This is an optimization exercise on Yosys and OpenROAD, whose aim is small area, a short achievable clock period and few clock cycles per item, not a production implementation.
RTL that was checked went through simulation tests only; none was proved equivalent to the original.
Power and IR drop assume default switching activity.

## rev 12
## ex_stage
module ex_stage (
    input  logic        clk_i,
    input  logic        rst_ni,
    input  logic        issue_req_i,
    input  logic [70:0] issue_data_i,
    output logic        issue_ack_o,
    output logic        wb_req_o,
    output logic [34:0] wb_data_o,
    input  logic        wb_ack_i
);
Size in the first run: about 260 flip-flops, about 110 I/O pins, ~18000 sq um of cells after synthesis.
export LEC_CHECK = 0
export ABC_AREA = 1
export CAP_MARGIN = 20
export CORE_MARGIN = 2
export CORE_UTILIZATION = 40
export SETUP_SLACK_MARGIN = 3.0
export SLEW_MARGIN = 20
create_clock -name core_clock -period 5.5 [get_ports {clk_i}]
standard.sh (not shown) runs the stock make flow with config.mk's settings and CLKGATE_MAP_FILE= SYNTH_SCRIPT=/design/flow/synth_recipe.tcl, a recipe that flattens the netlist after the stock synthesis.
==> flow/flow/run.sh <==
#!/bin/bash
# Standard layout, with the port buffers made from the smallest plain buffer
# (the resizer still upsizes any that need it).
set -euo pipefail
export BUFFER_PORTS_ARGS="-buffer_cell sky130_fd_sc_hd__buf_1"
bash standard.sh > standard.log 2>&1
### rev 12 -> rev 13
-- flow/design.v --
<<< rev 12, line 212
            q_srl <= (in_op == 4'd6);
            q_mul <= in_mul;
        end else begin
            if (q_add || q_slt) begin
                q_a  <= {s0_all[31:8], s_blk0};
>>> rev 13, line 212
            q_srl <= (in_op == 4'd6);
            q_mul <= in_mul;
        end else if (step1) begin
            if (q_add || q_slt) begin
                q_a  <= {s0_all[31:8], s_blk0};
<<< rev 12, line 218
                         g_all[2], p_all[2], g_all[1], p_all[1]};
                q_cy <= c_blk0;
            end else begin
                q_a <= sh1;
                q_b <= q_b >> 1;
            end
        end
    end
>>> rev 13, line 218
                         g_all[2], p_all[2], g_all[1], p_all[1]};
                q_cy <= c_blk0;
            end
            if (q_sll || q_srl) q_a <= sh1;
        end
    end
--- outcome ---
When rev 13 is set beside rev 12, its wire length turns out to be 0.45% larger. Compared with rev 12, rev 13 shows a higher combinational share of power. Against rev 12, rev 13 comes in 40 ps higher on endpoint arrival time on the critical path. Compared with rev 12, rev 13 shows a depth of the worst register-to-register path that is 1 lower. Of rev 12 and rev 13, the run reporting the higher total power was rev 13. For rev 13, the highest routing layer actually used was met4, unlike rev 12, where it was met5. Summary of rev 13 over rev 12: total vias in the final route now sits lower, area growth from synthesis to layout now sits lower. Sequential share of layout area: rev 12 and rev 13 compared, higher one is rev 13. Rev 13 ends up with lower area fraction in and, or, nand and nor cells after synthesis than rev 12 does.
Testbench counts of rev 13, summed over its fixed seeds: cycles 6,879, ops 2,400.
Only the layout flow was run in rev 12; the RTL was not checked for function there.

---

## run A
The RTL this note starts from:
==> flow/design.v <==
package ex_pkg;
    localparam int unsigned XLEN          = 32;
    localparam int unsigned TRANS_ID_BITS = 3;
    typedef enum logic [3:0] {
        ADD = 4'd0,
        SUB = 4'd1,
        AND = 4'd2,
        OR  = 4'd3,
        XOR = 4'd4,
        SLL = 4'd5,
        SRL = 4'd6,
        SLT = 4'd7,
        MUL = 4'd8
    } fu_op_e;
    typedef struct packed {
        fu_op_e                   operator;
        logic [TRANS_ID_BITS-1:0] trans_id;
        logic [XLEN-1:0]          operand_a;
        logic [XLEN-1:0]          operand_b;
    } fu_data_t;
    typedef struct packed {
        logic [TRANS_ID_BITS-1:0] trans_id;
        logic [XLEN-1:0]          result;
    } wb_data_t;
endpackage
`timescale 1ns/1ps
module mul_step (
    input  logic [31:0] a_i,
    input  logic [2:0]  d0_i,
    input  logic [2:0]  d1_i,
    input  logic [31:0] s_i,
    input  logic [31:0] c_i,
    output logic [31:0] s_o,
    output logic [31:0] c_o
);
    logic [31:0] pp0, pp1, s1, c1;
    assign pp0 = (({32{d0_i[0]}} & a_i) | ({32{d0_i[1]}} & (a_i << 1))) ^ {32{d0_i[2]}};
    assign pp1 = (({32{d1_i[0]}} & (a_i << 2)) | ({32{d1_i[1]}} & (a_i << 3))) ^ {32{d1_i[2]}};
    csa32 csa_a (.x_i(s_i), .y_i({c_i[31:1], d0_i[2]}), .z_i(pp0), .s_o(s1), .c_o(c1));
    csa32 csa_b (.x_i(s1),  .y_i({c1[31:1], d1_i[2]}),  .z_i(pp1), .s_o(s_o), .c_o(c_o));
endmodule
module csa32 (
    input  logic [31:0] x_i,
    input  logic [31:0] y_i,
    input  logic [31:0] z_i,
    output logic [31:0] s_o,
    output logic [31:0] c_o
);
    logic [31:0] maj;
    assign s_o = x_i ^ y_i ^ z_i;
    assign maj = (x_i & y_i) | (x_i & z_i) | (y_i & z_i);
    assign c_o = {maj[30:0], 1'b0};
endmodule
module cond_add8 (
    input  logic [7:0] p_i,
    input  logic [7:0] g_i,
    output logic [7:0] s0_o,
    output logic [7:0] s1_o,
    output logic       g_o,
    output logic       p_o
);
    logic [7:0] g [4];
    logic [7:0] p [4];
    always_comb begin
        g[0] = g_i;
        p[0] = p_i;
        for (int l = 0; l < 3; l++) begin
            for (int i = 0; i < 8; i++) begin
                if ((i >> l) & 1) begin
                    g[l+1][i] = g[l][i] | (p[l][i] & g[l][((i >> l) << l) - 1]);
                    p[l+1][i] = p[l][i] & p[l][((i >> l) << l) - 1];
                end else begin
                    g[l+1][i] = g[l][i];
                    p[l+1][i] = p[l][i];
                end
            end
        end
        s0_o[0] = p_i[0];
        s1_o[0] = ~p_i[0];
        for (int i = 1; i < 8; i++) begin
            s0_o[i] = p_i[i] ^ g[3][i-1];
            s1_o[i] = p_i[i] ^ (g[3][i-1] | p[3][i-1]);
        end
        g_o = g[3][7];
        p_o = p[3][7];
    end
endmodule
`timescale 1ns/1ps
module ex_stage (
    input  logic        clk_i,
    input  logic        rst_ni,
    input  logic        issue_req_i,
    input  logic [70:0] issue_data_i,
    output logic        issue_ack_o,
    output logic        wb_req_o,
    output logic [34:0] wb_data_o,
    input  logic        wb_ack_i
);
    logic [3:0]  in_op;
    logic [2:0]  in_id;
    logic [31:0] in_a, in_b;
    assign {in_op, in_id, in_a, in_b} = issue_data_i;
    logic        q_v, q_ph, q_cy;
    logic [2:0]  q_id;
    logic [31:0] q_a, q_b;
    logic        q_add, q_sub, q_slt, q_and, q_or, q_xor, q_sll, q_srl, q_mul;
    logic        q_mv, q_ar;
    logic        s_v;
    logic [34:0] s_data;
    logic        m_busy, m_done, m_av, m_rdy, m_p, m_cz;
    logic [2:0]  m_id;
    logic [31:0] m_a, m_b, m_s, m_c;
    logic [31:0] m_s_nxt, m_c_nxt;
    logic [2:0]  m_d0, m_d1;
    logic q_free, capture, load_slot, mul_start, mul_reload, step1;
    assign mul_start  = q_mv && m_av;
    assign mul_reload = m_rdy && (!q_v || q_mv);
    assign load_slot  = (!s_v || (wb_req_o && wb_ack_i)) && q_ar;
    assign step1      = q_v && !q_ph;
    assign q_free     = !q_v || load_slot || mul_start;
    assign capture    = issue_req_i && !issue_ack_o && q_free && !mul_reload;
    logic [7:0]  s_blk0;
    logic        c_blk0;
    logic [31:0] s0_all, s1_all;
    logic [3:0]  g_all, p_all;
    logic [31:0] sh1;
    for (genvar k = 0; k < 4; k++) begin : g_blk
        cond_add8 blk (.p_i(q_a[8*k +: 8]), .g_i(q_b[8*k +: 8]),
                       .s0_o(s0_all[8*k +: 8]), .s1_o(s1_all[8*k +: 8]),
                       .g_o(g_all[k]), .p_o(p_all[k]));
    end
    assign s_blk0 = q_sub ? s1_all[7:0] : s0_all[7:0];
    assign c_blk0 = g_all[0] | (p_all[0] & q_sub);
    assign sh1    = q_a >> q_b[4:0];
    logic        c1, c2, c3, lt;
    logic [31:0] sum, q_a_rev, res;
    assign c1  = q_cy;
    assign c2  = q_b[1] | (q_b[0] & q_cy);
    assign c3  = q_b[3] | (q_b[2] & q_b[1]) | (q_b[2] & q_b[0] & q_cy);
    assign sum = {c3 ? q_b[31:24] : q_a[31:24],
                  c2 ? q_b[23:16] : q_a[23:16],
                  c1 ? q_b[15:8]  : q_a[15:8],
                  q_a[7:0]};
    assign lt  = q_b[6] ? q_b[7] : sum[31];
    always_comb begin
        for (int i = 0; i < 32; i++) q_a_rev[i] = q_a[31 - i];
        res = ({32{q_add}} & sum)
            | ({32{q_and}} & q_b)
            | ({32{q_or}}  & (q_a | q_b))
            | ({32{q_xor}} & q_a)
            | ({32{q_srl}} & q_a)
            | ({32{q_sll}} & q_a_rev)
            | {31'd0, q_slt & lt};
    end
    logic        in_sub, in_sll, in_mul, in_one;
    logic [31:0] in_a_rev, in_bx;
    logic        in_pg;
    assign in_sub = (in_op == 4'd1) || (in_op == 4'd7);
    assign in_sll = (in_op == 4'd5);
    assign in_mul = (in_op == 4'd8);
    assign in_one = (in_op == 4'd2) || (in_op == 4'd3) || (in_op == 4'd4) || (in_op > 4'd8);
    assign in_pg  = (in_op <= 4'd4) || (in_op == 4'd7);
    assign in_bx  = in_sub ? ~in_b : in_b;
    always_comb for (int i = 0; i < 32; i++) in_a_rev[i] = in_a[31 - i];
    logic m_busy_n, m_done_n;
    assign m_busy_n = mul_start || (m_busy && !mul_reload);
    assign m_done_n = !mul_start && ((m_b[31:4] == '0 && !m_b[3]) || m_a[27:0] == '0);
    always_ff @(posedge clk_i or negedge rst_ni) begin
        if (!rst_ni) begin
            issue_ack_o <= 1'b0;
            q_v         <= 1'b0;
            q_ph        <= 1'b0;
            q_mv        <= 1'b0;
            q_ar        <= 1'b0;
            s_v         <= 1'b0;
            wb_req_o    <= 1'b0;
            m_busy      <= 1'b0;
            m_av        <= 1'b1;
            m_rdy       <= 1'b0;
        end else begin
            issue_ack_o <= issue_ack_o ? issue_req_i : capture;
            q_v         <= capture || mul_reload || (q_v && !q_free);
            q_ph        <= q_v && !q_free && !mul_reload;
            q_mv        <= mul_reload ? 1'b0 : (q_free ? (capture && in_mul) : q_mv);
            q_ar        <= mul_reload ? m_cz : (q_free ? (capture && in_one) : (q_v && !q_mul));
            s_v         <= load_slot || (s_v && !(wb_req_o && wb_ack_i));
            wb_req_o    <= wb_req_o ? !wb_ack_i : (!wb_ack_i && (s_v || load_slot));
            m_busy      <= m_busy_n;
            m_av        <= !m_busy_n || m_done_n;
            m_rdy       <= m_busy_n && m_done_n;
        end
    end
    always_ff @(posedge clk_i) begin
        if (mul_reload) begin
            q_id  <= m_id;
            q_a   <= m_s ^ m_c;
            q_b   <= m_s & m_c;
            {q_add, q_sub, q_slt, q_and, q_or, q_xor, q_sll, q_srl, q_mul} <=
                m_cz ? 9'b000010000 : 9'b100000000;
        end else if (q_free) begin
            q_id  <= in_id;
            q_a   <= in_pg ? (in_a ^ in_bx) : in_sll ? in_a_rev : in_a;
            q_b   <= in_pg ? (in_a & in_bx) : in_b;
            q_add <= (in_op == 4'd0) || (in_op == 4'd1);
            q_sub <= in_sub;
            q_slt <= (in_op == 4'd7);
            q_and <= (in_op == 4'd2);
            q_or  <= (in_op == 4'd3);
            q_xor <= (in_op == 4'd4);
            q_sll <= in_sll;
            q_srl <= (in_op == 4'd6);
            q_mul <= in_mul;
        end else if (step1) begin
            if (q_add || q_slt) begin
                q_a  <= {s0_all[31:8], s_blk0};
                q_b  <= {s1_all[31:8], q_b[31], !q_a[31], 2'b00,
                         g_all[2], p_all[2], g_all[1], p_all[1]};
                q_cy <= c_blk0;
            end
            if (q_sll || q_srl) q_a <= sh1;
        end
    end
    always_ff @(posedge clk_i) begin
        if (load_slot) s_data <= {q_id, res};
    end
    assign wb_data_o = s_data;
    mul_step step_i (
        .a_i  ( m_a      ),
        .d0_i ( m_d0     ),
        .d1_i ( m_d1     ),
        .s_i  ( m_s      ),
        .c_i  ( m_c      ),
        .s_o  ( m_s_nxt  ),
        .c_o  ( m_c_nxt  )
    );
    function automatic logic [2:0] booth_ctl(input logic [2:0] d);
        booth_ctl = {d[2],
                     (d[2] & ~d[1] & ~d[0]) | (~d[2] & d[1] & d[0]),
                     d[1] ^ d[0]};
    endfunction
    always_ff @(posedge clk_i) begin
        if (mul_start) m_id <= q_id;
        m_a    <= mul_start ? q_a : (m_a << 4);
        m_b    <= mul_start ? q_b : (m_b >> 4);
        m_p    <= mul_start ? 1'b0 : m_b[3];
        m_d0   <= m_done_n ? 3'b000 : mul_start ? booth_ctl({q_b[1:0], 1'b0}) : booth_ctl(m_b[5:3]);
        m_d1   <= m_done_n ? 3'b000 : mul_start ? booth_ctl(q_b[3:1])         : booth_ctl(m_b[7:5]);
        m_s    <= mul_start ? '0 : m_s_nxt;
        m_c    <= mul_start ? '0 : m_c_nxt;
        m_done <= m_done_n;
        m_cz   <= !mul_start && m_done && (m_c == '0);
    end
endmodule
Settings: LEC_CHECK=0, ABC_AREA=1, CAP_MARGIN=20, CORE_MARGIN=2, CORE_UTILIZATION=40, SETUP_SLACK_MARGIN=3.15, SLEW_MARGIN=20; clock period 5.5 ns.
Scripts as last shown in full above: flow/flow/run.sh
Testbench counts of run A, summed over its fixed seeds: cycles 6,879, ops 2,400.
The inputs of run B differ from those of run A as listed below.
diff --git a/flow/design.v b/flow/design.v
--- a/flow/design.v
+++ b/flow/design.v
@@ -30,11 +30,15 @@
     input  logic [2:0]  d1_i,
     input  logic [31:0] s_i,
     input  logic [31:0] c_i,
     output logic [31:0] s_o,
-    output logic [31:0] c_o
+    output logic [31:0] c_o,
+    output logic [31:0] s1_o,
+    output logic [31:0] c1_o
 );
     logic [31:0] pp0, pp1, s1, c1;
+    assign s1_o = s1;
+    assign c1_o = c1;
     assign pp0 = (({32{d0_i[0]}} & a_i) | ({32{d0_i[1]}} & (a_i << 1))) ^ {32{d0_i[2]}};
     assign pp1 = (({32{d1_i[0]}} & (a_i << 2)) | ({32{d1_i[1]}} & (a_i << 3))) ^ {32{d1_i[2]}};
     csa32 csa_a (.x_i(s_i), .y_i({c_i[31:1], d0_i[2]}), .z_i(pp0), .s_o(s1), .c_o(c1));
     csa32 csa_b (.x_i(s1),  .y_i({c1[31:1], d1_i[2]}),  .z_i(pp1), .s_o(s_o), .c_o(c_o));
@@ -106,12 +110,12 @@
     logic        q_add, q_sub, q_slt, q_and, q_or, q_xor, q_sll, q_srl, q_mul;
     logic        q_mv, q_ar;
     logic        s_v;
     logic [34:0] s_data;
-    logic        m_busy, m_done, m_av, m_rdy, m_p, m_cz;
+    logic        m_busy, m_done, m_av, m_rdy, m_cz, m_az;
     logic [2:0]  m_id;
     logic [31:0] m_a, m_b, m_s, m_c;
-    logic [31:0] m_s_nxt, m_c_nxt;
+    logic [31:0] m_s_nxt, m_c_nxt, m_s1, m_c1;
     logic [2:0]  m_d0, m_d1;
     logic q_free, capture, load_slot, mul_start, mul_reload, step1;
     assign mul_start  = q_mv && m_av;
     assign mul_reload = m_rdy && (!q_v || q_mv);
@@ -163,9 +167,9 @@
     assign in_bx  = in_sub ? ~in_b : in_b;
     always_comb for (int i = 0; i < 32; i++) in_a_rev[i] = in_a[31 - i];
     logic m_busy_n, m_done_n;
     assign m_busy_n = mul_start || (m_busy && !mul_reload);
-    assign m_done_n = !mul_start && ((m_b[31:4] == '0 && !m_b[3]) || m_a[27:0] == '0);
+    assign m_done_n = !mul_start && ((m_b[31:4] == '0 && !m_b[3]) || m_az);
     always_ff @(posedge clk_i or negedge rst_ni) begin
         if (!rst_ni) begin
             issue_ack_o <= 1'b0;
             q_v         <= 1'b0;
@@ -192,10 +196,10 @@
     end
     always_ff @(posedge clk_i) begin
         if (mul_reload) begin
             q_id  <= m_id;
-            q_a   <= m_s ^ m_c;
-            q_b   <= m_s & m_c;
+            q_a   <= m_s1;
+            q_b   <= {1'b0, m_c1[31:1]};
             {q_add, q_sub, q_slt, q_and, q_or, q_xor, q_sll, q_srl, q_mul} <=
                 m_cz ? 9'b000010000 : 9'b100000000;
         end else if (q_free) begin
             q_id  <= in_id;
@@ -230,9 +234,11 @@
         .d1_i ( m_d1     ),
         .s_i  ( m_s      ),
         .c_i  ( m_c      ),
         .s_o  ( m_s_nxt  ),
-        .c_o  ( m_c_nxt  )
+        .c_o  ( m_c_nxt  ),
+        .s1_o ( m_s1     ),
+        .c1_o ( m_c1     )
     );
     function automatic logic [2:0] booth_ctl(input logic [2:0] d);
         booth_ctl = {d[2],
                      (d[2] & ~d[1] & ~d[0]) | (~d[2] & d[1] & d[0]),
@@ -241,11 +247,11 @@
     always_ff @(posedge clk_i) begin
         if (mul_start) m_id <= q_id;
         m_a    <= mul_start ? q_a : (m_a << 4);
         m_b    <= mul_start ? q_b : (m_b >> 4);
-        m_p    <= mul_start ? 1'b0 : m_b[3];
-        m_d0   <= m_done_n ? 3'b000 : mul_start ? booth_ctl({q_b[1:0], 1'b0}) : booth_ctl(m_b[5:3]);
-        m_d1   <= m_done_n ? 3'b000 : mul_start ? booth_ctl(q_b[3:1])         : booth_ctl(m_b[7:5]);
+        m_d0   <= mul_start ? booth_ctl({q_b[1:0], 1'b0}) : m_az ? 3'b000 : booth_ctl(m_b[5:3]);
+        m_d1   <= mul_start ? booth_ctl(q_b[3:1])         : m_az ? 3'b000 : booth_ctl(m_b[7:5]);
+        m_az   <= mul_start ? (q_a[27:0] == '0) : (m_a[23:0] == '0);
         m_s    <= mul_start ? '0 : m_s_nxt;
         m_c    <= mul_start ? '0 : m_c_nxt;
         m_done <= m_done_n;
         m_cz   <= !mul_start && m_done && (m_c == '0);
==> run summary <==
Diff run B and run A: fraction of area in clock buffers and inverters lower in run B. In the final reports, the cell area of run B is smaller than that of run A. Going from run A to run B, total detailed-routing wirelength went down, detailed-route wire length per cell now smaller, vias after detailed routing rose by about 1.2%, worst setup slack before clock tree synthesis shrank by 0.20 ns, worst-case hold slack did not really move. Worst hold-check path type = in -> async: run B; worst hold-check path type = reg -> reg: run A. Compared with run A, in run B setup slack fell by 0.067 ns, wire length on met2 fell by 490 um. The final cell count number comes out lower for run B vs run A. [compare] base=run A new=run B: post-synthesis net count lower; unique cell type count in the Yosys netlist lower; total clock buffers created by CTS higher.
For run B, only the layout was checked, not whether the RTL still works.

## afterwards: timing with drivers on the ports
The results above use ideal ports. As a check the final layouts listed here were re-extracted and re-timed, cells and wires unchanged.
Step 1 sets driving cells, clkbuf_16 on the clock port and buf_2 on the other inputs (assumed; they add their load-dependent delay and slew).
Step 2 moves the port delays by t, midway between the first and last clock arrival at a register: inputs arrive t later, outputs are due t later. That takes back most of the time a late clock gives input paths.
a / b / c = no drivers / after step 1 / after step 2; a / b = the first two.
| run | shift t [ns] | setup slack, ns | hold WS [ns] | worst slew at a driven data input, ns | cell pins on the clock port's net |
|---|---|---|---|---|---|
| rev 12 | 0.655 | 2.963 / 2.983 / 2.327 | 0.434 / 0.398 / 0.455 | 0.04 | 1 |
| rev 13 | 0.649 | 3.052 / 3.052 / 2.449 | 0.456 / 0.439 / 0.456 | 0.05 | 1 |
| run A | 0.657 | 3.176 / 3.159 / 2.612 | 0.446 / 0.446 / 0.446 | 0.05 | 1 |
| run B | 0.661 | 3.108 / 3.108 / 2.529 | 0.448 / 0.423 / 0.448 | 0.05 | 1 |
After both steps setup and hold are still met in every run listed. For rev 12, which loses most, drivers alone change the setup slack by +0.020 ns; drivers and shift together by -0.636 ns.
